This is an optimization exercise on Yosys and OpenROAD, whose aim is small area, a short achievable clock period and few clock cycles per item, not a production implementation. No functional check of the RTL was part of any run shown here. Power figures rest on the tool's default switching activity, not on a simulated workload.

--- design/flow/config.mk ---
export PLATFORM = sky130hd
export DESIGN_NAME = icmp4_to_icmp6_header_translate
export DESIGN_NICKNAME = icmp4_to_icmp6_header_translate
export VERILOG_FILES = /design/flow/design.v
export SDC_FILE = /design/flow/constraint.sdc
export NUM_CORES = 4
export LEC_CHECK = 0
export CAP_MARGIN = 20
export CORE_MARGIN = 2
export CORE_UTILIZATION = 40
export CTS_BUF_LIST = sky130_fd_sc_hd__clkbuf_8
export SETUP_SLACK_MARGIN = 2.95
export SLEW_MARGIN = 20
--- design/flow/constraint.sdc ---
create_clock -name core_clock -period 5.5 [get_ports {clk_i}]
set_input_delay 1.1000 -clock core_clock [delete_from_list [all_inputs] [get_ports {clk_i}]]
set_output_delay 1.1000 -clock core_clock [all_outputs]
set_load 0.01 [all_outputs]
--- design/flow/design.v ---
`timescale 1ns / 1ps
package i46_pkg;
  localparam int PLATEAU_SLOTS_DEF = 12;
  localparam int SLOT_W            = 16;
  localparam int CNT_W             = 4;
  localparam int CFG_IDX_W         = 3;
  localparam int CFG_DATA_W        = 64;
  localparam logic [CFG_IDX_W-1:0] CFG_PLATEAU_A = 3'd0;
  localparam logic [CFG_IDX_W-1:0] CFG_PLATEAU_B = 3'd1;
  localparam logic [CFG_IDX_W-1:0] CFG_PLATEAU_C = 3'd2;
  localparam logic [CFG_IDX_W-1:0] CFG_PLATEAU_N = 3'd3;
  localparam logic [CFG_IDX_W-1:0] CFG_RAISE_MIN = 3'd4;
  localparam logic [7:0] ICMP4_ECHO_REPLY    = 8'd0;
  localparam logic [7:0] ICMP4_DEST_UNREACH  = 8'd3;
  localparam logic [7:0] ICMP4_ECHO_REQUEST  = 8'd8;
  localparam logic [7:0] ICMP4_TIME_EXCEEDED = 8'd11;
  localparam logic [7:0] ICMP4_PARAM_PROBLEM = 8'd12;
  localparam logic [7:0] UNR_NET          = 8'd0;
  localparam logic [7:0] UNR_HOST         = 8'd1;
  localparam logic [7:0] UNR_PROTOCOL     = 8'd2;
  localparam logic [7:0] UNR_PORT         = 8'd3;
  localparam logic [7:0] UNR_FRAG_NEEDED  = 8'd4;
  localparam logic [7:0] UNR_SRC_ROUTE    = 8'd5;
  localparam logic [7:0] UNR_NET_UNKNOWN  = 8'd6;
  localparam logic [7:0] UNR_HOST_UNKNOWN = 8'd7;
  localparam logic [7:0] UNR_ISOLATED     = 8'd8;
  localparam logic [7:0] UNR_NET_PROHIB   = 8'd9;
  localparam logic [7:0] UNR_HOST_PROHIB  = 8'd10;
  localparam logic [7:0] UNR_NET_TOS      = 8'd11;
  localparam logic [7:0] UNR_HOST_TOS     = 8'd12;
  localparam logic [7:0] UNR_ADMIN_PROHIB = 8'd13;
  localparam logic [7:0] UNR_PREC_CUTOFF  = 8'd15;
  localparam logic [7:0] PP4_POINTER    = 8'd0;
  localparam logic [7:0] PP4_BAD_LENGTH = 8'd2;
  localparam logic [7:0] ICMP6_DEST_UNREACH  = 8'd1;
  localparam logic [7:0] ICMP6_PKT_TOO_BIG   = 8'd2;
  localparam logic [7:0] ICMP6_TIME_EXCEEDED = 8'd3;
  localparam logic [7:0] ICMP6_PARAM_PROBLEM = 8'd4;
  localparam logic [7:0] ICMP6_ECHO_REQUEST  = 8'd128;
  localparam logic [7:0] ICMP6_ECHO_REPLY    = 8'd129;
  localparam logic [7:0] DU6_NO_ROUTE     = 8'd0;
  localparam logic [7:0] DU6_ADMIN_PROHIB = 8'd1;
  localparam logic [7:0] DU6_PORT         = 8'd4;
  localparam logic [7:0] PP6_HDR_FIELD    = 8'd0;
  localparam logic [7:0] PP6_NEXT_HDR     = 8'd1;
  localparam logic [7:0] PTR6_NEXT_HDR    = 8'd6;
  localparam logic [7:0]        PTR_NONE     = 8'd255;
  localparam logic [SLOT_W:0]   IPV4_HDR_LEN = 17'd20;
  localparam logic [SLOT_W-1:0] MIN_MTU6     = 16'd1280;
  typedef struct packed {
    logic        drop;
    logic        is_err;
    logic [7:0]  t6;
    logic [7:0]  c6;
    logic [31:0] r6;
    logic        is_mtu;
    logic [SLOT_W-1:0] pkt;
    logic [SLOT_W-1:0] m6;
    logic [SLOT_W-1:0] m4;
  } i46_s1_t;
  typedef struct packed {
    logic        drop;
    logic        is_err;
    logic [7:0]  t6;
    logic [7:0]  c6;
    logic [31:0] r6;
    logic        is_mtu;
    logic [SLOT_W-1:0] mtu;
  } i46_s2_t;
  typedef struct packed {
    logic        verdict;
    logic        is_error_message;
    logic [7:0]  msg6_type;
    logic [7:0]  msg6_code;
    logic [31:0] icmp6_rest;
  } i46_s3_t;
endpackage
`timescale 1ns / 1ps
import i46_pkg::*;
module i46_plateau_search
#(
  parameter int PLATEAU_SLOTS = i46_pkg::PLATEAU_SLOTS_DEF
) (
  input  logic [PLATEAU_SLOTS*i46_pkg::SLOT_W-1:0] slots_i,
  input  logic [(PLATEAU_SLOTS+3)/4-1:0]           written_i,
  input  logic [i46_pkg::CNT_W-1:0]  count_i,
  input  logic [i46_pkg::SLOT_W-1:0] tot_len_i,
  output logic [PLATEAU_SLOTS-1:0]   hit_o
);
  logic tnz;
  assign tnz = |tot_len_i;
  always_comb begin
    for (int i = 0; i < PLATEAU_SLOTS; i++) begin
      hit_o[i] = (count_i > CNT_W'(i)) &&
                 (written_i[i/4] ? (slots_i[SLOT_W*i +: SLOT_W] < tot_len_i) : tnz);
    end
  end
endmodule
module i46_plateau_pick
#(
  parameter int PLATEAU_SLOTS = i46_pkg::PLATEAU_SLOTS_DEF
) (
  input  logic [PLATEAU_SLOTS*i46_pkg::SLOT_W-1:0] slots_i,
  input  logic [(PLATEAU_SLOTS+3)/4-1:0]           written_i,
  input  logic [PLATEAU_SLOTS-1:0]   hit_i,
  output logic [i46_pkg::SLOT_W-1:0] value_o
);
  logic [PLATEAU_SLOTS-1:0] first;
  always_comb begin
    value_o = '0;
    for (int i = 0; i < PLATEAU_SLOTS; i++) begin
      first[i] = hit_i[i];
      for (int j = 0; j < i; j++) begin
        first[i] = first[i] & !hit_i[j];
      end
      if (first[i] && written_i[i/4]) begin
        value_o = value_o | slots_i[SLOT_W*i +: SLOT_W];
      end
    end
  end
endmodule
`timescale 1ns / 1ps
import i46_pkg::*;
module icmp4_to_icmp6_header_translate
#(
  parameter int PLATEAU_SLOTS = i46_pkg::PLATEAU_SLOTS_DEF
) (
  input  logic                  clk_i,
  input  logic                  rst_ni,
  input  logic                  cfg_we_i,
  input  logic [i46_pkg::CFG_IDX_W-1:0]  cfg_idx_i,
  input  logic [i46_pkg::CFG_DATA_W-1:0] cfg_data_i,
  input  logic                  in_valid_i,
  output logic                  in_ready_o,
  input  logic [7:0]            in_icmp4_type_i,
  input  logic [7:0]            in_icmp4_code_i,
  input  logic [31:0]           in_icmp4_rest_i,
  input  logic [15:0]           in_echo_identifier_i,
  input  logic [15:0]           in_inner_total_length_i,
  input  logic [15:0]           in_out_link_mtu_i,
  input  logic [15:0]           in_in_link_mtu_i,
  output logic                  out_valid_o,
  input  logic                  out_ready_i,
  output logic                  out_verdict_o,
  output logic                  out_is_error_message_o,
  output logic [7:0]            out_msg6_type_o,
  output logic [7:0]            out_msg6_code_o,
  output logic [31:0]           out_icmp6_rest_o
);
  localparam int NGRP = (PLATEAU_SLOTS + 3) / 4;
  localparam logic [3:0] K_DROP     = 4'd0;
  localparam logic [3:0] K_ECHO_REQ = 4'd1;   
  localparam logic [3:0] K_ECHO_REP = 4'd2;   
  localparam logic [3:0] K_NO_ROUTE = 4'd3;
  localparam logic [3:0] K_PROTO    = 4'd4;
  localparam logic [3:0] K_PORT     = 4'd5;
  localparam logic [3:0] K_FRAG     = 4'd6;   
  localparam logic [3:0] K_ADMIN    = 4'd7;
  localparam logic [3:0] K_TIME     = 4'd8;   
  localparam logic [3:0] K_PARAM    = 4'd9;   
  logic [PLATEAU_SLOTS*SLOT_W-1:0] plateau_q;
  logic [NGRP-1:0]   written_q;
  logic [CNT_W-1:0]  count_q;
  logic              raise_q;
  for (genvar s = 0; s < PLATEAU_SLOTS; s++) begin : g_slot
    localparam int G = s / 4;
    localparam int L = s % 4;
    always_ff @(posedge clk_i) begin
      if (cfg_we_i && (cfg_idx_i == CFG_IDX_W'(G))) begin
        plateau_q[SLOT_W*s +: SLOT_W] <= cfg_data_i[SLOT_W*L +: SLOT_W];
      end
    end
  end
  for (genvar g = 0; g < NGRP; g++) begin : g_wr
    always_ff @(posedge clk_i or negedge rst_ni) begin
      if (!rst_ni) begin
        written_q[g] <= 1'b0;
      end else if (cfg_we_i && (cfg_idx_i == CFG_IDX_W'(g))) begin
        written_q[g] <= 1'b1;
      end
    end
  end
  always_ff @(posedge clk_i or negedge rst_ni) begin
    if (!rst_ni) begin
      count_q <= '0;
      raise_q <= 1'b1;
    end else if (cfg_we_i) begin
      if (cfg_idx_i == CFG_PLATEAU_N) begin
        count_q <= cfg_data_i[CNT_W-1:0];
      end
      if (cfg_idx_i == CFG_RAISE_MIN) begin
        raise_q <= cfg_data_i[0];
      end
    end
  end
  logic v1_q, v2_q, v3_q, full_q;
  logic v1_d, v2_d, v3_d;
  logic rdy1, rdy2, rdy3;
  logic in_fire;
  assign rdy3       = !v3_q || out_ready_i;
  assign rdy2       = !v2_q || rdy3;
  assign rdy1       = !full_q || out_ready_i;
  assign in_ready_o = rdy1;
  assign in_fire    = in_valid_i && rdy1;
  assign v1_d = rdy1 ? in_valid_i : v1_q;
  assign v2_d = rdy2 ? v1_q : v2_q;
  assign v3_d = rdy3 ? v2_q : v3_q;
  always_ff @(posedge clk_i or negedge rst_ni) begin
    if (!rst_ni) begin
      v1_q   <= 1'b0;
      v2_q   <= 1'b0;
      v3_q   <= 1'b0;
      full_q <= 1'b0;
    end else begin
      v1_q   <= v1_d;
      v2_q   <= v2_d;
      v3_q   <= v3_d;
      full_q <= v1_d && v2_d && v3_d;
    end
  end
  function automatic logic [7:0] ptr_map(input logic [7:0] p);
    logic [7:0] r;
    case (p)
      8'd0:  r = 8'd0;
      8'd1:  r = 8'd1;
      8'd2:  r = 8'd4;
      8'd3:  r = 8'd4;
      8'd8:  r = 8'd7;
      8'd9:  r = 8'd6;
      8'd12: r = 8'd8;
      8'd13: r = 8'd8;
      8'd14: r = 8'd8;
      8'd15: r = 8'd8;
      8'd16: r = 8'd24;
      8'd17: r = 8'd24;
      8'd18: r = 8'd24;
      8'd19: r = 8'd24;
      default: r = PTR_NONE;
    endcase
    ptr_map = r;
  endfunction
  logic [3:0]         k1_d, k1_q;
  logic [15:0]        a1_d, a1_q, b1_q, c1_q;
  logic [PLATEAU_SLOTS-1:0] hit1_d, hit1_q;
  logic               sel4_d, sel4_q;
  logic [7:0]         ptr6;
  assign ptr6   = ptr_map(in_icmp4_rest_i[31:24]);
  assign sel4_d = ({1'b0, in_in_link_mtu_i} + IPV4_HDR_LEN) < {1'b0, in_out_link_mtu_i};
  i46_plateau_search #(
    .PLATEAU_SLOTS (PLATEAU_SLOTS)
  ) u_search (
    .slots_i   (plateau_q),
    .written_i (written_q),
    .count_i   (count_q),
    .tot_len_i (in_inner_total_length_i),
    .hit_o     (hit1_d)
  );
  always_comb begin
    k1_d = K_DROP;
    case (in_icmp4_type_i)
      ICMP4_ECHO_REQUEST:  k1_d = K_ECHO_REQ;
      ICMP4_ECHO_REPLY:    k1_d = K_ECHO_REP;
      ICMP4_DEST_UNREACH: begin
        case (in_icmp4_code_i)
          UNR_NET, UNR_HOST, UNR_SRC_ROUTE, UNR_NET_UNKNOWN, UNR_HOST_UNKNOWN,
          UNR_ISOLATED, UNR_NET_TOS, UNR_HOST_TOS:            k1_d = K_NO_ROUTE;
          UNR_PROTOCOL:                                       k1_d = K_PROTO;
          UNR_PORT:                                           k1_d = K_PORT;
          UNR_FRAG_NEEDED:                                    k1_d = K_FRAG;
          UNR_NET_PROHIB, UNR_HOST_PROHIB, UNR_ADMIN_PROHIB,
          UNR_PREC_CUTOFF:                                    k1_d = K_ADMIN;
          default:                                            k1_d = K_DROP;
        endcase
      end
      ICMP4_TIME_EXCEEDED: k1_d = K_TIME;
      ICMP4_PARAM_PROBLEM: begin
        if ((in_icmp4_code_i == PP4_POINTER || in_icmp4_code_i == PP4_BAD_LENGTH)
            && (ptr6 != PTR_NONE)) begin
          k1_d = K_PARAM;
        end
      end
      default:             k1_d = K_DROP;
    endcase
  end
  always_comb begin
    case (in_icmp4_type_i)
      ICMP4_ECHO_REQUEST, ICMP4_ECHO_REPLY: a1_d = in_echo_identifier_i;
      ICMP4_DEST_UNREACH:                   a1_d = in_out_link_mtu_i;
      ICMP4_TIME_EXCEEDED:                  a1_d = {8'b0, in_icmp4_code_i};
      default:                              a1_d = {8'b0, ptr6};
    endcase
  end
  always_ff @(posedge clk_i) begin
    if (in_fire) begin
      k1_q   <= k1_d;
      a1_q   <= a1_d;
      b1_q   <= in_icmp4_rest_i[15:0];
      c1_q   <= in_in_link_mtu_i;
      hit1_q <= hit1_d;
      sel4_q <= sel4_d;
    end
  end
  logic [3:0]        k2_q;
  logic [15:0]       a2_d, a2_q, b2_d, b2_q, b2_other;
  logic [16:0]       c2_d, c2_q;
  logic [15:0]       plat, lnk, lnk_m20;
  logic              lnk_low, lnk_ok;
  logic              frag1, sel_plat;
  i46_plateau_pick #(
    .PLATEAU_SLOTS (PLATEAU_SLOTS)
  ) u_pick (
    .slots_i   (plateau_q),
    .written_i (written_q),
    .hit_i     (hit1_q),
    .value_o   (plat)
  );
  assign lnk     = sel4_q ? (c1_q + 16'd20) : a1_q;
  assign lnk_m20 = sel4_q ? c1_q : (a1_q - 16'd20);
  assign lnk_low = raise_q && (sel4_q ? (c1_q < 16'd1260) : (a1_q < MIN_MTU6));
  assign lnk_ok  = raise_q || sel4_q || (a1_q >= 16'd20);
  assign frag1   = (k1_q == K_FRAG);
  always_comb begin
    case (k1_q)
      K_ECHO_REQ, K_ECHO_REP: a2_d = b1_q;
      K_FRAG:                 a2_d = lnk_low ? MIN_MTU6 : lnk;
      K_PROTO:                a2_d = {8'b0, PTR6_NEXT_HDR};
      K_PARAM:                a2_d = a1_q;
      default:                a2_d = '0;
    endcase
  end
  assign sel_plat = frag1 && (b1_q == '0);
  assign b2_other = frag1 ? b1_q : a1_q;
  assign b2_d     = sel_plat ? plat : b2_other;
  assign c2_d     = {frag1 && lnk_ok, lnk_low ? 16'd1260 : lnk_m20};
  always_ff @(posedge clk_i) begin
    if (v1_q && rdy2) begin
      k2_q <= k1_q;
      a2_q <= a2_d;
      b2_q <= b2_d;
      c2_q <= c2_d;
    end
  end
  i46_pkg::i46_s3_t  s3_d, s3_q;
  logic [SLOT_W-1:0] pkt_fl;
  logic              use_pkt;
  assign pkt_fl  = (raise_q && (b2_q < 16'd1260)) ? MIN_MTU6 : (b2_q + 16'd20);
  assign use_pkt = c2_q[16] && (b2_q < c2_q[15:0]);
  always_comb begin
    s3_d = '0;
    s3_d.icmp6_rest[15:0] = use_pkt ? pkt_fl : a2_q;
    case (k2_q)
      K_ECHO_REQ: begin
        s3_d.msg6_type         = ICMP6_ECHO_REQUEST;
        s3_d.icmp6_rest[31:16] = b2_q;
      end
      K_ECHO_REP: begin
        s3_d.msg6_type         = ICMP6_ECHO_REPLY;
        s3_d.icmp6_rest[31:16] = b2_q;
      end
      K_NO_ROUTE: begin
        s3_d.is_error_message = 1'b1;
        s3_d.msg6_type        = ICMP6_DEST_UNREACH;
        s3_d.msg6_code        = DU6_NO_ROUTE;
      end
      K_PROTO: begin
        s3_d.is_error_message = 1'b1;
        s3_d.msg6_type        = ICMP6_PARAM_PROBLEM;
        s3_d.msg6_code        = PP6_NEXT_HDR;
      end
      K_PORT: begin
        s3_d.is_error_message = 1'b1;
        s3_d.msg6_type        = ICMP6_DEST_UNREACH;
        s3_d.msg6_code        = DU6_PORT;
      end
      K_FRAG: begin
        s3_d.is_error_message = 1'b1;
        s3_d.msg6_type        = ICMP6_PKT_TOO_BIG;
      end
      K_ADMIN: begin
        s3_d.is_error_message = 1'b1;
        s3_d.msg6_type        = ICMP6_DEST_UNREACH;
        s3_d.msg6_code        = DU6_ADMIN_PROHIB;
      end
      K_TIME: begin
        s3_d.is_error_message = 1'b1;
        s3_d.msg6_type        = ICMP6_TIME_EXCEEDED;
        s3_d.msg6_code        = b2_q[7:0];
      end
      K_PARAM: begin
        s3_d.is_error_message = 1'b1;
        s3_d.msg6_type        = ICMP6_PARAM_PROBLEM;
        s3_d.msg6_code        = PP6_HDR_FIELD;
      end
      default: begin
        s3_d.verdict = 1'b1;
      end
    endcase
  end
  always_ff @(posedge clk_i) begin
    if (v2_q && rdy3) begin
      s3_q <= s3_d;
    end
  end
  assign out_valid_o            = v3_q;
  assign out_verdict_o          = s3_q.verdict;
  assign out_is_error_message_o = s3_q.is_error_message;
  assign out_msg6_type_o        = s3_q.msg6_type;
  assign out_msg6_code_o        = s3_q.msg6_code;
  assign out_icmp6_rest_o       = s3_q.icmp6_rest;
endmodule
--- design/flow/flow/run.sh ---
#!/bin/bash
# The standard layout, with plain buffers on the ports instead of the
# delay buffers buffer_ports picks by default, and a clock tree with larger
# sink clusters and no dummy loads.
set -euo pipefail
export BUFFER_PORTS_ARGS="-buffer_cell sky130_fd_sc_hd__buf_1"
export CTS_ARGS="-sink_clustering_enable -repair_clock_nets -dont_use_dummy_load -buf_list sky130_fd_sc_hd__clkbuf_16 -sink_clustering_size 20 -sink_clustering_max_diameter 80"
bash standard.sh > standard.log 2>&1
--- design/flow/standard.sh ---
#!/bin/bash
# synth_recipe.tcl (not shown) runs the flow's synth.tcl, then flattens the netlist and writes it again
# the make line also repeats each setting of config.mk as NAME=value (left out here)
make -C /OpenROAD-flow-scripts/flow DESIGN_CONFIG=/design/flow/config.mk WORK_HOME=/design/flow/orfs CLKGATE_MAP_FILE= SYNTH_SCRIPT=/design/flow/synth_recipe.tcl "${@:-finish}"
==> results of run 1 <==
[synthesized netlist by cell type, drive strengths merged (6+ instances only)]
library cell  count
a211oi           14
nand3            37
xor2             20
or2               7
a21oi           104
buf              12
nand4            26
a21o             33
nor3             20
and2             23
mux2             35
nor4             21
a31oi             9
clkbuf           53
nor2             80
a221oi           18
nor2b            42
o21ai            96
o21a              8
ha              219
dfrtp            11
and3             22
xnor2            29
a22o             28
o31ai             8
a211o            12
a221o            14
inv              65
edfxtp          356
o211ai           11
nand2b           19
o2bb2ai          10
nand2           116
mux2i            11
a32oi             7
a22oi            49
or3               6
[worst reg2reg max path, delay by kind of cell (launching register included)]
kind	cells	cell delay [ns]
compound gates	3	0.71
simple gates	3	1.20
flops	1	0.46
[registers in the layout (all words and copies together) (netlist names)]
signal	flops
sel4_q	1
written_q	3
full_q	1
raise_q	1
v1_q	1
v3_q	1
s3_q	46
a2_q	16
k2_q	4
k1_q	4
c1_q	16
v2_q	1
count_q	4
b1_q	16
a1_q	16
hit1_q	12
b2_q	16
plateau_q	192
c2_q	17
[repair_timing]
action	in CTS	in global routing
gates resized for setup	57	88
gates cloned	1	1
buffers inserted	52	43
pin swaps	20	36
hold buffers	0	0
endpoints found under the hold margin	0	0
endpoints found under the setup margin	54	58
[worst paths after layout]
check / slack [ns] / end / cells after the start / start
setup / recovery: 2.78 / sel4_q$_DFFE_PP_ / 13 / in_in_link_mtu_i[2]
hold / removal: 0.53 / v2_q$_DFF_PN0_ / 1 / v1_q$_DFF_PN0_
setup reg to reg: 2.99 / b2_q[12]$_DFFE_PP_ / 6 / hit1_q[1]$_DFFE_PP_
hold reg to reg: 0.53 / v2_q$_DFF_PN0_ / 1 / v1_q$_DFF_PN0_
max in group asynchronous: 4.24 / written_q[2]$_DFFE_PN0P_ / 1 / rst_ni
min in group asynchronous: 0.62 / count_q[1]$_DFFE_PN0P_ / 1 / rst_ni
[logic make-up after synthesis]
family,synth area share
AO/OA/AOI/OAI,0.1510
buffers and inverters,0.02512
flip-flops,0.5331
multiplexers,0.02555
XOR/XNOR,0.02081
AND/OR/NAND/NOR,0.1113
adder cells (fa/ha/maj),0.1329
other,0.0001819
[through the flow]
stage / util / hold WS [ns] / setup slack (ns) / std cells
CTS: 0.4651 / 0.5312 / 2.782 / 2651
floorplan: - / 0.4595 / 2.574 / 1716
finish: 0.4811 / 0.5319 / 2.777 / 2698
detailed placement: 0.4391 / 0.5004 / 1.812 / 2573
global route: 0.4810 / 0.5607 / 2.652 / 2696
global placement: 0.4391 / 0.4935 / 1.886 / 2573
[layer usage]
layer  GRT usage  routed length, um  vias to the layer above
met1      0.3397              29120                     7720
met4     0.08145               2237                        4
li1            -                  -                     7242
met2      0.3571              28380                      605
met5           0                 22                        -
met3     0.03334               4501                      130
[where the power goes]
group	total (uW)	internal [uW]	switching, uW
clock network	1710	803	910
registers	3470	3300	167
logic	1210	504	704
[layout make-up]
| cell class | instances | area, um^2 |
|---|---|---|
| fillers | 4615 | 26510 |
| flip-flops and latches | 368 | 10990 |
| multi-input cells | 1218 | 9838 |
| repair buffers | 339 | 1968 |
| well taps | 680 | 850.8 |
| clock buffers | 25 | 625.6 |
| inverters | 65 | 296.5 |
| diodes | 3 | 7.507 |
[cells in the final DEF (no fill, tap or decap), types with 19 or more instances in the layout]
| master | Yosys | final |
|---|---|---|
| buf_4 | 4 | 96 |
| buf_1 | 1 | 204 |
| ha_1 | 219 | 201 |
| a22oi_1 | 49 | 49 |
| xnor2_1 | 29 | 29 |
| o21ai_0 | 93 | 79 |
| xor2_1 | 20 | 20 |
| edfxtp_1 | 356 | 356 |
| nand4_1 | 26 | 26 |
| and3_1 | 22 | 19 |
| nand3_1 | 37 | 37 |
| clkbuf_16 | 0 | 26 |
| mux2_2 | 35 | 35 |
| a21o_1 | 33 | 33 |
| nand2_1 | 116 | 113 |
| nor2_1 | 80 | 74 |
| inv_1 | 65 | 51 |
| nor2b_1 | 42 | 39 |
| a22o_1 | 28 | 28 |
| and2_1 | 22 | 21 |
| a21oi_1 | 104 | 93 |
==> impl_metrics.csv, run 1 <==
group,metric,value,unit
status,outcome,"complete, no violations",
synth,synthArstFlopShare,0.03261,
die,num_io_pins,236,
synth,netlist.area_leader.share,0.5185,
synth,syn-instance-count,1713,
place,dpl_cell_area,22430,um^2
cts,cts.htree.levels,1,
die,die_area,53380,um^2
synth,seq_area_frac_synth,0.5331,
power_and_ir_drop,p_leak,0.009120,uW
synth,synth_warnings,3,
timing,setup_viol_count_final,0,
setup_path,critPathRequiredTime,5.92,ns
timing,fin_crit_sh,0.4950,
route,first_iter_violations,1677,
global_routing,antenna_found_initial,3,
global_routing,overflow,0,
route,finalWirelength,64260,um
global_routing,grtUsageTotal,0.2337,
power_and_ir_drop,power_density,260.1,nW/um^2
layout,syn_to_final_growth,19.21,%
synth,synth_top_cell_by_area,"edfxtp_1",
setup_path,critical_path.top_delay_family,"compound AO/OA/AOI/OAI gates",
setup_path,worst-path-buf-inv,1,
setup_path,critPathMaxStageDelay,0.29,ns
route,drc_errors,0,
route,wl_per_cell,23.82,um
timing,finalSetupTns,0,ns
timing,rsz0062_at_grt,"yes",
setup_path,crit_type,"in -> reg",
route,antenna_left,0,
setup_path,startpoint_type,"input port",
setup_path,crit_path_end_kind,"flip-flop",
timing,layout_min_cycle_time,2.723,ns
timing,slew_violations,0,
place,dp_hpwl,47840,um
timing,finalHoldViolCount,0,
power_and_ir_drop,peakVddDrop,0.2193,mV
route,drt_first_pass_iters,6,
cts,cts_tree,"built",
synth,ys_ff_latch,368,
synth,ys_dominant_reg_cell,"edfxtp_1",
global_routing,grt_pass1_wl,94230,um
setup_path,worstPathArrival,3.14,ns
die,core,51090,um^2
synth,ys_types,74,
setup_path,worstPathMaxFanout,3,
global_routing,grt_max_degree,66,
layout,layout-drive-gt1-share,0.1558,
layout,fin_nets,2420,
cts,clkSinkCount,368,
synth,netlist_area,20620,um^2
die,start_util,0.4035,
layout,final_cell_area,24580,um^2
min_path,hold_path_class,"reg -> reg",
setup_path,slowest_stage,"ha_1",
timing,clock_skew,0.03899,ns
route,via_per_inst,5.819,
timing,worstMarginPinSlew,1.052,ns
die,dieWidth,231.0,um
cts,cts_buffers,25,
cts,cts_buffer_depth,3,
place,gp_congestion,0.9270,
setup_path,cp_cell_sequence,"buf_8 > ha_4 > o211ai_1 > nor2_2 > nand4_1 > xnor2_1 > ha_1 > a21oi_2 > nor2b_1 > a311oi_2 > nor4b_4 > o31ai_1 > nand2_1",
power_and_ir_drop,finalPower,6392,uW
die,die_h,231.0,um
global_routing,grt_pass1_vias,15324,
die,rows,83,
route,vias,15701,
cts,clkTransAtPathRegs,0.08,ns
cts,cts-root-buf,"clkbuf_16",
synth,synth_area_leaders,"edfxtp_1 52%, ha_1 13%, a21oi_1 2.5%",
synth,synth.avg_cell_area,12.04,um^2
cts,clock_latency,0.57,ns
place,portBuffers,223,
run,drv_cap,0,
timing,fmax,367.3,MHz
synth,synth_edf_count,356,
timing,relSlewSlack,0.2983,
==> run 2: changes to the inputs <==
--- a/design/flow/config.mk
+++ b/design/flow/config.mk
@@ -11,3 +11,3 @@
 export CTS_BUF_LIST = sky130_fd_sc_hd__clkbuf_8
-export SETUP_SLACK_MARGIN = 2.95
+export SETUP_SLACK_MARGIN = 2.8
 export SLEW_MARGIN = 20
==> run 2 against run 1 <==
Compared with the run above:
- first-iteration DRC count grew 0.12%
- maximum frequency shrank 3.7%
- register-to-register slack lost 0.06 ns
- synthesized cell count is the same
- critical endpoint is now hit1_q[0]$_DFFE_PP_
- largest cell class unchanged
==> impl_metrics.csv, run 2 <==
group,metric,value,unit
synth,seq_area_frac_synth,0.5331,
timing,relSlewSlack,0.2676,
die,core,51090,um^2
power_and_ir_drop,p_leak,0.008800,uW
timing,slew_violations,0,
route,first_iter_violations,1679,
synth,synthArstFlopShare,0.03261,
setup_path,worstPathArrival,3.24,ns
timing,fin_crit_sh,0.5140,
global_routing,grt_pass1_wl,93560,um
route,via_per_inst,5.817,
layout,fillerInstances,4741,
synth,synthMostInstantiatedCell,"edfxtp_1",
route,drt_first_pass_iters,7,
timing,clock_skew,0.06109,ns
setup_path,critPathRequiredTime,5.91,ns
die,rows,83,
place,dp_hpwl,48050,um
synth,ys_types,74,
synth,synth.avg_cell_area,12.04,um^2
layout,diodes,0,
min_path,hold_path_class,"reg -> reg",
global_routing,grt_max_degree,66,
setup_path,worstPathMaxFanout,5,
cts,clkSinkCount,368,
route,antenna_left,0,
layout,layout-drive-gt1-share,0.1109,
layout,final_common_cell,"edfxtp_1",
synth,netlist_area,20620,um^2
cts,cts_buffer_depth,3,
route,wl_per_cell,23.84,um
synth,netlist.area_leader.share,0.5185,
timing,finalHoldViolCount,0,
die,dieWidth,231.0,um
synth,synth_edf_count,356,
layout,syn_to_final_growth,14.52,%
setup_path,crit_type,"in -> reg",
timing,finalSetupTns,0,ns
layout,multiInputGateArea,9398,um^2
global_routing,overflow,0,
place,portBuffers,223,
cts,cts_buffers,25,
die,num_io_pins,236,
cts,cts-root-buf,"clkbuf_16",
synth,syn-instance-count,1713,
layout,top_register,"plateau_q",
cts,cts.htree.levels,1,
route,vias,15444,
setup_path,crit_path_end_kind,"flip-flop",
status,outcome,"complete, no violations",
synth,synth_top_cell_by_area,"edfxtp_1",
global_routing,grtUsageTotal,0.2326,
cts,clock_latency,0.58,ns
route,drc_errors,0,
global_routing,grt_pass1_vias,15101,
setup_path,startpoint_type,"input port",
power_and_ir_drop,peakVddDrop,0.2203,mV
place,gp_congestion,0.9272,
synth,netlist_top_cells_count,"356 x edfxtp_1, 219 x ha_1, 116 x nand2_1",
layout,largest_register_ff_count,192,
route,finalWirelength,63310,um
die,die_h,231.0,um
timing,worstMarginPinSlew,1.099,ns
layout,finish.utilization,0.4621,
die,start_util,0.4035,
timing,setup_viol_count_final,0,
global_routing,antenna_found_initial,1,
layout,fin_nets,2380,
synth,synth_area_leaders,"edfxtp_1 52%, ha_1 13%, a21oi_1 2.5%",
synth,ys_ff_latch,368,
power_and_ir_drop,power_density,265.0,nW/um^2
synth,synth_warnings,3,
layout,seq_area,10990,um^2
timing,layout_min_cycle_time,2.827,ns
cts,cts_tree,"built",
synth,ys_dominant_reg_cell,"edfxtp_1",
layout,reg_top3,"plateau_q: 192 flops, s3_q: 46 flops, c2_q: 17 flops",
cts,cts_hold_buf,0,
timing,rsz0062_at_grt,"yes",
die,die_area,53380,um^2
layout,final_cell_mix,"356 x edfxtp_1, 217 x ha_1, 210 x buf_1",
run,drv_cap,0,
timing,fmax,353.8,MHz
cts,clkTransAtPathRegs,0.07,ns
run 2: cell counts after synthesis:
No cell type changed its count.
run 2: power breakdown:
part	internal, uW	leakage [uW]	switching [uW]
Clock	803	0.000308	884
Sequential	3300	0.00346	173
Combinational	433	0.00504	660
Total	4540	0.00880	1720
run 2: worst max-delay path, cell delays in order:
cell and delay, ns:
clkbuf_2 0.19, clkinvlp_2 0.36, buf_4 0.26, ha_1 0.30, a21oi_1 0.14, nor2b_1 0.05
o21ai_0 0.15, nor4bb_2 0.37, o31ai_2 0.15, a21oi_1 0.16
run 2: path summary, 6_finish.rpt:
| path | depth (start not counted) | end | from | slack (ns) |
|---|---|---|---|---|
| max | 10 | hit1_q[0]$_DFFE_PP_ | in_inner_total_length_i[13] | 2.67 |
| min | 1 | v2_q$_DFF_PN0_ | v1_q$_DFF_PN0_ | 0.51 |
| max reg2reg | 7 | b2_q[14]$_DFFE_PP_ | hit1_q[9]$_DFFE_PP_ | 2.93 |
| min reg2reg | 1 | v2_q$_DFF_PN0_ | v1_q$_DFF_PN0_ | 0.51 |
| max in group asynchronous | 1 | written_q[1]$_DFFE_PN0P_ | rst_ni | 4.22 |
| min in group asynchronous | 1 | count_q[2]$_DFFE_PN0P_ | rst_ni | 0.62 |
run 2: cells by family (layout without fill, tap and decap cells):
kind of cell | Yosys count | count (layout) | synth area share
AO/OA/AOI/OAI | 455 | 455 | 0.1510
AND/OR/NAND/NOR | 444 | 444 | 0.1113
flip-flops | 368 | 368 | 0.5331
adder cells (fa/ha/maj) | 219 | 219 | 0.1329
buffers and inverters | 130 | 389 | 0.02512
XOR/XNOR | 49 | 49 | 0.02081
multiplexers | 47 | 47 | 0.02555
other | 1 | 4 | 0.0001819
run 2: per-layer routing:
metal	global-route usage	up-vias	wire [um]
met1	0.3361	7588	28860
met3	0.03433	101	4454
met4	0.07419	2	1927
met2	0.3602	608	28050
li1	-	7145	-
met5	0	-	16
run 2: through the flow:
stage               instances  power, uW  area (um^2)  setup WS (ns)  hold WS [ns]
finish                   2655       6257        23610          2.673        0.5131
global route             2655       6516        23610          2.725        0.5518
CTS                      2629       6254        23290          2.803        0.5227
detailed placement       2577       4561        22310          1.831        0.5031
global placement         2577       4531        22310          1.867        0.4984
floorplan                1716       4126        20720          2.574        0.4595
run 2: repair_timing:
action | in CTS | in global routing
endpoints found under the setup margin | 42 | 42
resized for setup | 41 | 35
gates cloned | 0 | 2
buffers inserted | 27 | 24
pin swaps | 13 | 6
run 2: final cells by class:
type                            count  area share
Timing Repair Buffer              297     0.06173
Tap cell                          680     0.03603
Clock buffer                       25     0.02649
Inverter                           65     0.01160
Timing Repair inverter              2   0.0005299
Sequential cell                   368      0.4656
Multi-Input combinational cell   1218      0.3980
==> run 3: changes to the inputs <==
--- a/design/flow/design.v
+++ b/design/flow/design.v
@@ -84,13 +84,10 @@
   input  logic [PLATEAU_SLOTS*i46_pkg::SLOT_W-1:0] slots_i,
-  input  logic [(PLATEAU_SLOTS+3)/4-1:0]           written_i,
-  input  logic [i46_pkg::CNT_W-1:0]  count_i,
   input  logic [i46_pkg::SLOT_W-1:0] tot_len_i,
-  output logic [PLATEAU_SLOTS-1:0]   hit_o
+  output logic [PLATEAU_SLOTS-1:0]   lt_o,
+  output logic                       tnz_o
 );
-  logic tnz;
-  assign tnz = |tot_len_i;
+  assign tnz_o = |tot_len_i;
   always_comb begin
     for (int i = 0; i < PLATEAU_SLOTS; i++) begin
-      hit_o[i] = (count_i > CNT_W'(i)) &&
-                 (written_i[i/4] ? (slots_i[SLOT_W*i +: SLOT_W] < tot_len_i) : tnz);
+      lt_o[i] = slots_i[SLOT_W*i +: SLOT_W] < tot_len_i;
     end
@@ -104,6 +101,13 @@
   input  logic [(PLATEAU_SLOTS+3)/4-1:0]           written_i,
-  input  logic [PLATEAU_SLOTS-1:0]   hit_i,
+  input  logic [i46_pkg::CNT_W-1:0]  count_i,
+  input  logic [PLATEAU_SLOTS-1:0]   lt_i,
+  input  logic                       tnz_i,
   output logic [i46_pkg::SLOT_W-1:0] value_o
 );
-  logic [PLATEAU_SLOTS-1:0] first;
+  logic [PLATEAU_SLOTS-1:0] hit_i, first;
+  always_comb begin
+    for (int i = 0; i < PLATEAU_SLOTS; i++) begin
+      hit_i[i] = (count_i > CNT_W'(i)) && (written_i[i/4] ? lt_i[i] : tnz_i);
+    end
+  end
   always_comb begin
@@ -243,3 +247,4 @@
   logic [15:0]        a1_d, a1_q, b1_q, c1_q;
-  logic [PLATEAU_SLOTS-1:0] hit1_d, hit1_q;
+  logic [PLATEAU_SLOTS-1:0] lt1_d, lt1_q;
+  logic               tnz1_d, tnz1_q;
   logic               sel4_d, sel4_q;
@@ -252,6 +257,5 @@
     .slots_i   (plateau_q),
-    .written_i (written_q),
-    .count_i   (count_q),
     .tot_len_i (in_inner_total_length_i),
-    .hit_o     (hit1_d)
+    .lt_o      (lt1_d),
+    .tnz_o     (tnz1_d)
   );
@@ -298,3 +302,4 @@
       c1_q   <= in_in_link_mtu_i;
-      hit1_q <= hit1_d;
+      lt1_q  <= lt1_d;
+      tnz1_q <= tnz1_d;
       sel4_q <= sel4_d;
@@ -313,3 +318,5 @@
     .written_i (written_q),
-    .hit_i     (hit1_q),
+    .count_i   (count_q),
+    .lt_i      (lt1_q),
+    .tnz_i     (tnz1_q),
     .value_o   (plat)
==> run 3 against run 2 <==
Compared with the run above:
- largest cell class unchanged
- synthesized cell count down 1.8%
- wire length down 0.25%
- cell count down 1.4%
- largest power group unchanged
- highest routed layer unchanged
- area after synthesis down 0.16%
==> impl_metrics.csv, run 3 <==
group,metric,value,unit
global_routing,grt_pass1_wl,91710,um
place,dp_slack,1.945,ns
setup_path,critPathMaxStageDelay,0.54,ns
route,drc_errors,0,
layout,multiInputGateArea,9568,um^2
setup_path,cp_cell_sequence,"or4_1 > nor2_2 > nand4_1 > buf_12 > a221oi_2 > o2111ai_1 > nor4b_2 > buf_4 > a21oi_1",
timing,slew_violations,0,
timing,timing.final.ws_setup,2.628,ns
global_routing,antenna_found_initial,9,
layout,seq_area,11030,um^2
power_and_ir_drop,pwr-share-seq,0.551,
layout,final_common_cell,"edfxtp_1",
synth,ys_types,77,
layout,top_register,"plateau_q",
cts,cts_tree,"built",
layout,final_cell_mix,"357 x edfxtp_1, 219 x ha_1, 216 x buf_1",
global_routing,groute.layer.met2.usage,0.3438,
cts,cts-root-buf,"clkbuf_16",
power_and_ir_drop,p_switching,1729,uW
route,finalWirelength,63150,um
global_routing,overflow,0,
global_routing,grt_pass1_vias,14809,
cts,clkTransAtPathRegs,0.08,ns
cts,cts.htree.levels,1,
synth,synth_warnings,3,
global_routing,grt_max_degree,66,
cts,cts_buffer_depth,3,
timing,relSlewSlack,0.3208,
timing,fmax,348.2,MHz
synth,synth_edf_count,357,
cts,clock_latency,0.58,ns
route,vias,15210,
power_and_ir_drop,power_frac_clock,0.270,
route,via_per_inst,5.812,
setup_path,worstPathArrival,3.17,ns
synth,netlist.area_leader.share,0.5208,
place,portBuffers,223,
setup_path,crit_type,"reg -> reg",
power_and_ir_drop,power_density,263.7,nW/um^2
timing,layout_min_cycle_time,2.872,ns
die,die_area,53300,um^2
die,num_io_pins,236,
synth,ys_dominant_reg_cell,"edfxtp_1",
die,die_h,230.9,um
timing,finalHoldViolCount,0,
synth,synth.avg_cell_area,12.24,um^2
timing,setup_viol_count_final,0,
route,first_iter_violations,1455,
setup_path,crit_path_end_kind,"flip-flop",
timing,rsz0062_at_grt,"yes",
layout,layout-drive-gt1-share,0.1194,
global_routing,grt_use_met1,0.3289,
setup_path,critical_path.top_delay_family,"simple AND/OR/NAND/NOR gates",
status,outcome,"complete, no violations",
route,antenna_left,0,
synth,syn-instance-count,1682,
global_routing,busiest_layer,"met2",
timing,clock_skew,0.05281,ns
synth,seq_area_frac_synth,0.5354,
layout,largest_register_ff_count,192,
die,rows,83,
timing,worstMarginPinSlew,1.019,ns
synth,netlist_area,20590,um^2
die,core,51090,um^2
power_and_ir_drop,p_int,4543,uW
timing,finalSetupTns,0,ns
place,dp_hpwl,47220,um
power_and_ir_drop,peakVddDrop,0.1810,mV
setup_path,worst-path-buf-inv,2,
synth,synthMostInstantiatedCell,"edfxtp_1",
route,drt_first_pass_iters,8,
timing,fin_crit_sh,0.5222,
layout,syn_to_final_growth,15.52,%
die,start_util,0.4029,
synth,synthArstFlopShare,0.03252,
power_and_ir_drop,p_sw_frac,0.2757,
route,wl_per_cell,24.13,um
layout,fin_nets,2341,
power_and_ir_drop,p_leak,0.008971,uW
layout,reg_top3,"plateau_q: 192 flops, s3_q: 46 flops, c2_q: 17 flops",
layout,fillerInstances,4675,
synth,ys_ff_latch,369,
run,drv_cap,0,
setup_path,critPathRequiredTime,5.80,ns
cts,cts_buffers,25,
setup_path,slowest_stage,"edfxtp_1",
min_path,hold_path_class,"reg -> reg",
synth,synth_area_leaders,"edfxtp_1 52%, ha_1 13%, a21oi_1 2.7%",
die,dieWidth,230.9,um
setup_path,worstPathMaxFanout,29,
cts,clkSinkCount,369,
power_and_ir_drop,comb_power_share,0.180,
setup_path,startpoint_type,"flip-flop",
place,gp_congestion,0.9150,
synth,synth_top_cell_by_area,"edfxtp_1",
synth,netlist_top_cells_count,"357 x edfxtp_1, 220 x ha_1, 113 x a21oi_1",
global_routing,met3_usage,0.04014,
global_routing,grtUsageTotal,0.2286,
run 3: cells by family (layout without fill, tap and decap cells):
logic type                 count (synthesis)  in the layout  share of synthesized area
and+or+nand+nor                          461            462                     0.1238
xor gates and xnor gates                  49             49                    0.02085
DFF                                      369            369                     0.5354
other                                      1              6                  0.0001822
AOI/OAI and AO/OA                        408            408                     0.1341
muxes                                     47             47                    0.02553
buffers and inverters                    127            376                    0.02644
adders and majority gates                220            220                     0.1337
run 3: layout make-up:
cell class | count | share of cell area
antenna | 2 | 0.0002105
tap | 680 | 0.03578
timing repair buffer | 290 | 0.06151
clock buffer | 25 | 0.02631
inverter | 61 | 0.01010
sequential | 369 | 0.4637
multi-input combinational | 1190 | 0.4023
run 3: final timing paths:
kind,start,end,slack (ns),cells after the start
setup / recovery,b1_q[1]$_DFFE_PP_,b2_q[0]$_DFFE_PP_,2.63,9
max in group asynchronous,rst_ni,written_q[0]$_DFFE_PN0P_,4.31,1
hold reg to reg,v1_q$_DFF_PN0_,v2_q$_DFF_PN0_,0.52,1
setup reg to reg,b1_q[1]$_DFFE_PP_,b2_q[0]$_DFFE_PP_,2.63,9
hold / removal,v1_q$_DFF_PN0_,v2_q$_DFF_PN0_,0.52,1
min in group asynchronous,rst_ni,count_q[3]$_DFFE_PN0P_,0.61,1
run 3: power by group through the flow:
stage | clock network (uW) | registers, uW | logic, uW
final | 1690 | 3450 | 1130
after global routing | 1830 | 3470 | 1230
after CTS | 1730 | 3450 | 1050
after detailed placement | 0 | 3510 | 986
after global placement | 0 | 3510 | 960
after floorplan | 0 | 3460 | 638
run 3: worst register-to-register path: cells and delay by family (launching register included):
family                 cells  cell delay, ns
AO/OA/AOI/OAI              3            0.49
buffers and inverters      2            0.43
flip-flops                 1            0.54
AND/OR/NAND/NOR            4            1.16
run 3: what timing repair did:
action	4_1_cts	5_1_grt
hold buffers	0	0
cloned	1	2
endpoints found under the setup margin	30	47
pin swaps	13	17
buffers inserted	27	19
gates resized for setup	43	51
run 3: through the flow:
stage / cell area [um^2] / instances / utilization / total power, uW / hold slack (ns)
final: 23780 / 2617 / 0.4654 / 6272 / 0.5159
after detailed placement: 22290 / 2541 / 0.4363 / 4500 / 0.5025
after global routing: 23780 / 2616 / 0.4654 / 6533 / 0.5675
after CTS: 23390 / 2594 / 0.4578 / 6237 / 0.5196
after global placement: 22290 / 2541 / 0.4363 / 4470 / 0.4974
after floorplan: 20780 / 1685 / - / 4095 / 0.4595
run 3: layer usage:
metal,part of all wire,up-vias
li1,-,7070
met2,0.43,639
met1,0.45,7362
met3,0.078,131
met4,0.036,8
met5,0.00084,-
==> run 4: changes to the inputs <==
--- a/design/flow/config.mk
+++ b/design/flow/config.mk
@@ -11,3 +11,3 @@
 export CTS_BUF_LIST = sky130_fd_sc_hd__clkbuf_8
-export SETUP_SLACK_MARGIN = 2.8
+export SETUP_SLACK_MARGIN = 2.95
 export SLEW_MARGIN = 20
==> run 4 against run 3 <==
Compared with the run above:
- still clean on timing, DRC and antenna
- area after synthesis unchanged
- critical path depth increased by 1
- sequential power barely moved
- cell area grew 4.1%
==> impl_metrics.csv, run 4 <==
group,metric,value,unit
status,outcome,"complete, no violations",
global_routing,grt_pass1_vias,14801,
die,rows,83,
setup_path,startpoint_type,"flip-flop",
synth,ys_dominant_reg_cell,"edfxtp_1",
global_routing,grt_pass1_wl,93570,um
synth,synth.avg_cell_area,12.24,um^2
place,dp_slack,2.047,ns
setup_path,cp_cell_sequence,"or4_4 > nor2_4 > nand4_1 > buf_6 > buf_12 > buf_16 > a221oi_4 > o2111ai_2 > nor3b_2 > a21oi_2",
layout,layout-drive-gt1-share,0.1645,
synth,netlist_area,20590,um^2
timing,relSlewSlack,0.2960,
timing,layout_min_cycle_time,2.748,ns
cts,cts_buffer_depth,3,
die,die_area,53300,um^2
power_and_ir_drop,power_density,257.4,nW/um^2
die,start_util,0.4029,
power_and_ir_drop,peakVddDrop,0.1817,mV
layout,reg_top3,"plateau_q: 192 flops, s3_q: 46 flops, c2_q: 17 flops",
timing,worstMarginPinSlew,1.056,ns
setup_path,worst-path-buf-inv,3,
cts,cts_tree,"built",
route,drc_errors,0,
cts,clkTransAtPathRegs,0.08,ns
synth,seq_area_frac_synth,0.5354,
synth,yosys.area_share.simple,0.1238,
cts,cts_buffers,26,
timing,clock_skew,0.06049,ns
layout,fillerInstances,4641,
setup_path,worstPathMaxFanout,7,
die,dieWidth,230.9,um
synth,synth.area.mux_share,0.02553,
synth,synth-adder-area-share,0.1337,
route,drt_first_pass_iters,7,
synth,ys_ff_latch,369,
layout,syn_to_final_growth,20.30,%
cts,clkSinkCount,369,
timing,slew_violations,0,
synth,synth_compound_area_frac,0.1341,
cts,cts-root-buf,"clkbuf_16",
die,die_h,230.9,um
setup_path,critPathRequiredTime,5.78,ns
timing,rsz0062_at_grt,"yes",
layout,final_common_cell,"edfxtp_1",
power_and_ir_drop,p_leak,0.009278,uW
setup_path,worstPathArrival,3.03,ns
synth,synthArstFlopShare,0.03252,
setup_path,slowest_stage,"or4_4",
min_path,hold_path_class,"reg -> reg",
place,portBuffers,223,
synth,synth_xor_area_frac,0.02085,
synth,syn-instance-count,1682,
layout,largest_register_ff_count,192,
global_routing,overflow,0,
route,antenna_left,0,
cts,cts.htree.levels,1,
synth,synth_top_cell_by_area,"edfxtp_1",
synth,synthMostInstantiatedCell,"edfxtp_1",
timing,timing.final.ws_setup,2.752,ns
die,core,51090,um^2
timing,fmax,363.9,MHz
route,first_iter_violations,1549,
place,dp_hpwl,47130,um
route,via_per_inst,5.793,
timing,fin_crit_sh,0.4996,
route,finalWirelength,64190,um
setup_path,crit_path_end_kind,"flip-flop",
die,num_io_pins,236,
global_routing,grtUsageTotal,0.2332,
timing,setup_viol_count_final,0,
layout,fin_nets,2382,
synth,ys_types,77,
setup_path,rrSetupSlack,2.75,ns
setup_path,critical_path.top_delay_family,"simple AND/OR/NAND/NOR gates",
synth,synth_warnings,3,
global_routing,antenna_found_initial,5,
synth,netlist_top_cells_count,"357 x edfxtp_1, 220 x ha_1, 113 x a21oi_1",
cts,cts_hold_buf,0,
global_routing,grt_max_degree,67,
run,drv_cap,0,
setup_path,critPathMaxStageDelay,0.57,ns
route,vias,15392,
layout,final_cell_mix,"357 x edfxtp_1, 213 x buf_1, 206 x ha_1",
synth,synth_top_family_by_area,"compound AO/OA/AOI/OAI gates",
synth,synth_area_leaders,"edfxtp_1 52%, ha_1 13%, a21oi_1 2.7%",
cts,clock_latency,0.59,ns
setup_path,crit_type,"reg -> reg",
timing,finalSetupTns,0,ns
layout,top_register,"plateau_q",
synth,synth_edf_count,357,
place,gp_congestion,0.8841,
synth,netlist.area_leader.share,0.5208,
route,wl_per_cell,24.16,um
timing,finalHoldViolCount,0,
## run 4: cell counts after synthesis
No cell type changed its count.
## run 4: area by class of cell
type,instances,area [um^2],area share
Antenna cell,1,2.502,0.0001010
Clock buffer,26,650.6,0.02627
Inverter,61,247.7,0.01000
Multi-Input combinational cell,1190,10070,0.4067
Sequential cell,369,11030,0.4454
Tap cell,680,850.8,0.03436
Timing Repair Buffer,330,1912,0.07720
## run 4: where the power goes
group / switching [uW] / internal [uW]
Clock: 901 / 833
Sequential: 148 / 3300
Combinational: 722 / 467
Total: 1770 / 4600
## run 4: timing repair
item                       CTS  global route
setup endpoints to repair   61            66
cloned                       2             2
pin swaps                   37            57
setup buffers               49            36
gates resized for setup    101            83
## run 4: cell families (layout without fill, tap and decap cells)
family / Yosys count / after routing
multiplexers: 47 / 47
flip-flops: 369 / 369
other: 1 / 5
AO/OA/AOI/OAI: 408 / 408
AND/OR/NAND/NOR: 461 / 462
buffers and inverters: 127 / 417
adder cells (fa/ha/maj): 220 / 220
XOR/XNOR: 49 / 49
## run 4: worst paths after layout
path	start	end	depth (start not counted)
min reg2reg	v1_q$_DFF_PN0_	v2_q$_DFF_PN0_	1
max	b1_q[4]$_DFFE_PP_	b2_q[9]$_DFFE_PP_	10
max in group asynchronous	rst_ni	written_q[0]$_DFFE_PN0P_	1
min	v1_q$_DFF_PN0_	v2_q$_DFF_PN0_	1
min in group asynchronous	rst_ni	written_q[2]$_DFFE_PN0P_	1
max reg2reg	b1_q[4]$_DFFE_PP_	b2_q[9]$_DFFE_PP_	10
## run 4: stage by stage
step / std cells / power [uW] / hold slack, ns / instance area [um^2] / util
4_1_cts: 2618 / 6336 / 0.5290 / 24080 / 0.4712
3_5_place_dp: 2541 / 4506 / 0.5055 / 22470 / 0.4398
3_3_place_gp: 2541 / 4478 / 0.4981 / 22470 / 0.4398
5_1_grt: 2656 / 6634 / 0.5529 / 24760 / 0.4846
6_report: 2657 / 6375 / 0.5246 / 24770 / 0.4847
2_1_floorplan: 1685 / 4103 / 0.4595 / 20970 / -
## run 4: worst reg2reg max path: stages (launching register included)
cell and delay, ns:
edfxtp_1 0.41, or4_4 0.57, nor2_4 0.12, nand4_1 0.12, buf_6 0.17, buf_12 0.13
buf_16 0.15, a221oi_4 0.24, o2111ai_2 0.16, nor3b_2 0.29, a21oi_2 0.13
## run 4: per-layer routing
layer,GRT usage,wire length (um),share of wire,up-vias
li1,-,-,-,7134
met1,0.3505,29850,0.47,7545
met2,0.3569,28260,0.44,617
met3,0.02829,4470,0.070,90
met4,0.05746,1563,0.024,6
met5,0,44,0.00069,-
==> run 5: changes to the inputs <==
--- a/design/flow/design.v
+++ b/design/flow/design.v
@@ -199,4 +199,3 @@
   end
-  logic v1_q, v2_q, v3_q, full_q;
-  logic v1_d, v2_d, v3_d;
+  logic v1_q, v2_q, v3_q;
   logic rdy1, rdy2, rdy3;
@@ -205,19 +204,20 @@
   assign rdy2       = !v2_q || rdy3;
-  assign rdy1       = !full_q || out_ready_i;
+  assign rdy1       = !v1_q || rdy2;
   assign in_ready_o = rdy1;
   assign in_fire    = in_valid_i && rdy1;
-  assign v1_d = rdy1 ? in_valid_i : v1_q;
-  assign v2_d = rdy2 ? v1_q : v2_q;
-  assign v3_d = rdy3 ? v2_q : v3_q;
   always_ff @(posedge clk_i or negedge rst_ni) begin
     if (!rst_ni) begin
-      v1_q   <= 1'b0;
-      v2_q   <= 1'b0;
-      v3_q   <= 1'b0;
-      full_q <= 1'b0;
+      v1_q <= 1'b0;
+      v2_q <= 1'b0;
+      v3_q <= 1'b0;
     end else begin
-      v1_q   <= v1_d;
-      v2_q   <= v2_d;
-      v3_q   <= v3_d;
-      full_q <= v1_d && v2_d && v3_d;
+      if (rdy1) begin
+        v1_q <= in_valid_i;
+      end
+      if (rdy2) begin
+        v2_q <= v1_q;
+      end
+      if (rdy3) begin
+        v3_q <= v2_q;
+      end
     end
@@ -308,3 +308,3 @@
   logic [3:0]        k2_q;
-  logic [15:0]       a2_d, a2_q, b2_d, b2_q, b2_other;
+  logic [15:0]       a2_d, a2_q, b2_d, b2_q;
   logic [16:0]       c2_d, c2_q;
@@ -312,3 +312,3 @@
   logic              lnk_low, lnk_ok;
-  logic              frag1, sel_plat;
+  logic              frag1;
   i46_plateau_pick #(
@@ -328,15 +328,5 @@
   assign frag1   = (k1_q == K_FRAG);
-  always_comb begin
-    case (k1_q)
-      K_ECHO_REQ, K_ECHO_REP: a2_d = b1_q;
-      K_FRAG:                 a2_d = lnk_low ? MIN_MTU6 : lnk;
-      K_PROTO:                a2_d = {8'b0, PTR6_NEXT_HDR};
-      K_PARAM:                a2_d = a1_q;
-      default:                a2_d = '0;
-    endcase
-  end
-  assign sel_plat = frag1 && (b1_q == '0);
-  assign b2_other = frag1 ? b1_q : a1_q;
-  assign b2_d     = sel_plat ? plat : b2_other;
-  assign c2_d     = {frag1 && lnk_ok, lnk_low ? 16'd1260 : lnk_m20};
+  assign a2_d = frag1 ? (lnk_low ? MIN_MTU6 : lnk) : a1_q;
+  assign b2_d = (frag1 && (b1_q == '0)) ? plat : b1_q;
+  assign c2_d = {lnk_ok, lnk_low ? 16'd1260 : lnk_m20};
   always_ff @(posedge clk_i) begin
@@ -350,3 +340,3 @@
   i46_pkg::i46_s3_t  s3_d, s3_q;
-  logic [SLOT_W-1:0] pkt_fl;
+  logic [SLOT_W-1:0] pkt_fl, mtu;
   logic              use_pkt;
@@ -354,13 +344,13 @@
   assign use_pkt = c2_q[16] && (b2_q < c2_q[15:0]);
+  assign mtu     = use_pkt ? pkt_fl : a2_q;
   always_comb begin
     s3_d = '0;
-    s3_d.icmp6_rest[15:0] = use_pkt ? pkt_fl : a2_q;
     case (k2_q)
       K_ECHO_REQ: begin
-        s3_d.msg6_type         = ICMP6_ECHO_REQUEST;
-        s3_d.icmp6_rest[31:16] = b2_q;
+        s3_d.msg6_type  = ICMP6_ECHO_REQUEST;
+        s3_d.icmp6_rest = {a2_q, b2_q};
       end
       K_ECHO_REP: begin
-        s3_d.msg6_type         = ICMP6_ECHO_REPLY;
-        s3_d.icmp6_rest[31:16] = b2_q;
+        s3_d.msg6_type  = ICMP6_ECHO_REPLY;
+        s3_d.icmp6_rest = {a2_q, b2_q};
       end
@@ -375,2 +365,3 @@
         s3_d.msg6_code        = PP6_NEXT_HDR;
+        s3_d.icmp6_rest       = {24'b0, PTR6_NEXT_HDR};
       end
@@ -384,2 +375,3 @@
         s3_d.msg6_type        = ICMP6_PKT_TOO_BIG;
+        s3_d.icmp6_rest       = {16'b0, mtu};
       end
@@ -393,3 +385,3 @@
         s3_d.msg6_type        = ICMP6_TIME_EXCEEDED;
-        s3_d.msg6_code        = b2_q[7:0];
+        s3_d.msg6_code        = a2_q[7:0];
       end
@@ -399,2 +391,3 @@
         s3_d.msg6_code        = PP6_HDR_FIELD;
+        s3_d.icmp6_rest       = {24'b0, a2_q[7:0]};
       end
--- a/design/flow/config.mk
+++ b/design/flow/config.mk
@@ -11,3 +11,3 @@
 export CTS_BUF_LIST = sky130_fd_sc_hd__clkbuf_8
-export SETUP_SLACK_MARGIN = 2.95
+export SETUP_SLACK_MARGIN = 2.8
 export SLEW_MARGIN = 20
==> run 5 against run 4 <==
Compared with the run above:
- largest power group unchanged
- critical endpoint is now b2_q[14]$_DFFE_PP_
- critical path type unchanged
- cell area is 2.5% lower
- first-iteration DRC count is 8.6% lower
- maximum frequency is 0.76% higher
- via count is 0.51% higher
- clock-buffer cell count is 2 lower
- core utilization is 1.4 points lower
- global-route usage is 0.55 points lower
- cell count is 0.45% lower
- register-to-register slack better by 0.02 ns
- worst hold slack worse by 0.040 ns
- sequential power hardly changed
- combinational power hardly changed
==> impl_metrics.csv, run 5 <==
group,metric,value,unit
layout,final_common_cell,"edfxtp_1",
route,via_per_inst,5.849,
global_routing,groute.layer.met2.usage,0.3527,
setup_path,critPathRequiredTime,5.80,ns
timing,setup_viol_count_final,0,
layout,reg_top3,"plateau_q: 192 flops, s3_q: 46 flops, c2_q: 17 flops",
layout,syn_to_final_growth,16.39,%
cts,cts_tree,"built",
global_routing,grt_max_degree,67,
layout,final_cell_mix,"357 x edfxtp_1, 218 x ha_1, 216 x buf_1",
synth,synth_top_cell_by_area,"edfxtp_1",
die,die_h,231.7,um
timing,relSlewSlack,0.3522,
place,dp_hpwl,47460,um
timing,layout_min_cycle_time,2.727,ns
power_and_ir_drop,peakVddDrop,0.2012,mV
route,finalWirelength,62700,um
cts,cts_buffer_depth,3,
synth,seq_area_frac_synth,0.5303,
place,portBuffers,223,
setup_path,worstPathMaxFanout,7,
synth,synth_warnings,3,
power_and_ir_drop,pwr-share-seq,0.549,
power_and_ir_drop,power_density,259.2,nW/um^2
setup_path,slowest_stage,"or4_4",
timing,slew_violations,0,
layout,top_register,"plateau_q",
timing,worstMarginPinSlew,0.9717,ns
timing,clock_skew,0.03999,ns
setup_path,cp_cell_sequence,"or4_4 > or3_4 > buf_12 > a2111oi_4 > o2111ai_2 > a2111oi_4 > a21oi_1",
global_routing,overflow,0,
cts,cts_buffers,24,
synth,synth_area_leaders,"edfxtp_1 52%, ha_1 13%, a21o_1 3.2%",
layout,fin_nets,2366,
synth,synthMostInstantiatedCell,"edfxtp_1",
cts,cts-root-buf,"clkbuf_16",
die,core,51300,um^2
power_and_ir_drop,p_switching,1764,uW
synth,netlist_area,20740,um^2
power_and_ir_drop,p_leak,0.009029,uW
setup_path,crit_path_end_kind,"flip-flop",
timing,fmax,366.7,MHz
global_routing,busiest_layer,"met2",
status,outcome,"complete, no violations",
power_and_ir_drop,p_int,4494,uW
die,start_util,0.4042,
die,die_area,53680,um^2
timing,fin_crit_sh,0.4959,
cts,clkSinkCount,368,
timing,finalHoldViolCount,0,
layout,final_cells,2645,
global_routing,grt_use_met1,0.3275,
synth,ys_ff_latch,368,
timing,finalSetupTns,0,ns
cts,cts.htree.levels,1,
route,wl_per_cell,23.71,um
global_routing,grtUsageTotal,0.2277,
synth,netlist.area_leader.share,0.5169,
synth,synthArstFlopShare,0.02989,
timing,rsz0062_at_grt,"yes",
route,drt_first_pass_iters,6,
die,rows,83,
route,first_iter_violations,1416,
cts,clock_latency,0.57,ns
place,gp_congestion,0.9507,
setup_path,startpoint_type,"flip-flop",
place,dp_slack,1.745,ns
synth,syn-instance-count,1704,
die,dieWidth,231.7,um
min_path,hold_path_class,"reg -> reg",
synth,netlist_top_cells_count,"357 x edfxtp_1, 219 x ha_1, 89 x a21o_1",
layout,fillerInstances,4684,
global_routing,grt_pass1_vias,15039,
setup_path,worstPathArrival,3.03,ns
global_routing,met3_usage,0.02726,
global_routing,grt_pass1_wl,92490,um
run,drv_cap,0,
timing,timing.final.ws_setup,2.773,ns
power_and_ir_drop,power_frac_clock,0.263,
global_routing,antenna_found_initial,7,
synth,synth.avg_cell_area,12.17,um^2
synth,ys_types,74,
synth,synth_edf_count,357,
power_and_ir_drop,p_sw_frac,0.2818,
synth,ys_dominant_reg_cell,"edfxtp_1",
route,drc_errors,0,
route,antenna_left,0,
power_and_ir_drop,comb_power_share,0.187,
cts,clkTransAtPathRegs,0.08,ns
route,vias,15470,
layout,layout-drive-gt1-share,0.1188,
setup_path,path_common_cell,"a2111oi_4",
place,placedCellCount,2559,
setup_path,crit_type,"reg -> reg",
layout,largest_register_ff_count,192,
setup_path,critPathMaxStageDelay,0.53,ns
die,num_io_pins,236,
-- run 5: power groups by stage --
| stage | combinational [uW] | clock [uW] | sequential, uW |
|---|---|---|---|
| after detailed placement | 1010 | 0 | 3500 |
| final | 1170 | 1650 | 3440 |
| after CTS | 1090 | 1690 | 3440 |
| after floorplan | 679 | 0 | 3430 |
| after global routing | 1280 | 1790 | 3450 |
| after global placement | 983 | 0 | 3500 |
-- run 5: cells by family after synthesis --
logic type | share of synthesized area
multiplexers | 0.02365
flip-flops | 0.5303
AO/OA/AOI/OAI | 0.1462
other | 0.0001808
AND/OR/NAND/NOR | 0.1234
XOR/XNOR | 0.01689
adder cells (fa/ha/maj) | 0.1321
buffers and inverters | 0.02727
-- run 5: area by class of cell --
| cell class | count | area (um^2) | share of cell area |
|---|---|---|---|
| timing repair buffer | 294 | 1493 | 0.06184 |
| inverter | 70 | 270.3 | 0.01120 |
| sequential | 368 | 11000 | 0.4559 |
| antenna | 4 | 10.01 | 0.0004147 |
| multi-input combinational | 1205 | 9910 | 0.4106 |
| tap | 680 | 850.8 | 0.03525 |
| clock buffer | 24 | 600.6 | 0.02488 |
-- run 5: final timing paths --
kind | to | slack, ns | startpoint | cells past startpoint
hold reg to reg | k2_q[3]$_DFFE_PP_ | 0.48 | k1_q[3]$_DFFE_PP_ | 0
min in group asynchronous | v1_q$_DFFE_PN0N_ | 0.53 | rst_ni | 1
setup reg to reg | b2_q[14]$_DFFE_PP_ | 2.77 | b1_q[0]$_DFFE_PP_ | 7
max in group asynchronous | count_q[2]$_DFFE_PN0P_ | 4.50 | rst_ni | 1
setup / recovery | b2_q[14]$_DFFE_PP_ | 2.77 | b1_q[0]$_DFFE_PP_ | 7
hold / removal | k2_q[3]$_DFFE_PP_ | 0.48 | k1_q[3]$_DFFE_PP_ | 0
-- run 5: per-stage QoR --
step           hold WS (ns)  utilization  area, um^2  power [uW]
6_report             0.4847       0.4705       24140        6257
5_1_grt              0.5075       0.4704       24130        6521
4_1_cts              0.4873       0.4589       23540        6219
3_5_place_dp         0.4728       0.4366       22400        4513
3_3_place_gp         0.4609       0.4366       22400        4479
2_1_floorplan        0.4409            -       20900        4108
-- run 5: timing repair --
| item | in CTS | in global routing |
|---|---|---|
| gates resized for setup | 72 | 60 |
| hold buffers | 0 | 0 |
| setup buffers | 24 | 32 |
| pin swaps | 25 | 39 |
| endpoints found under the setup margin | 58 | 128 |
| cloned | 2 | 0 |
-- run 5: routing by layer --
| layer | share of wire | vias up |
|---|---|---|
| met2 | 0.45 | 618 |
| li1 | - | 7198 |
| met4 | 0.036 | 8 |
| met3 | 0.064 | 115 |
| met1 | 0.45 | 7531 |
| met5 | 0.00091 | - |
-- run 5: worst max-delay path: cells and delay by family, from the launching register on --
family / cells / cell delay [ns]
AOI/OAI and AO/OA: 4 / 0.84
and+or+nand+nor: 2 / 0.96
buffers and inverters: 1 / 0.17
DFF: 1 / 0.50

[port drivers added, routing unchanged]
Ports are ideal in the flow. The routed layouts listed here were re-timed in OpenROAD.
Step 1, drivers: a clkbuf_16 drives clk_i and a buf_2 each remaining input, both assumed.
Step 2 also shifts input and output timing later by t, the mid clock arrival at the registers, as if the neighbouring blocks saw the same clock.
Three values: ideal ports, drivers, drivers and shift; two values: the first two.
run | shift t [ns] | setup slack, ns | worst data-port slew with drivers (ns)
run 1 | 0.603 | 2.777 / 2.759 / 2.156 | 0.11
run 2 | 0.598 | 2.673 / 2.701 / 2.103 | 0.09
run 3 | 0.607 | 2.628 / 2.628 / 2.257 | 0.14
run 4 | 0.597 | 2.752 / 2.752 / 2.350 | 0.14
run 5 | 0.606 | 2.773 / 2.773 / 2.242 | 0.10
After both steps every run listed still meets setup and hold. For run 1, which loses most, drivers alone change the setup slack by -0.018 ns; drivers and shift together by -0.621 ns.
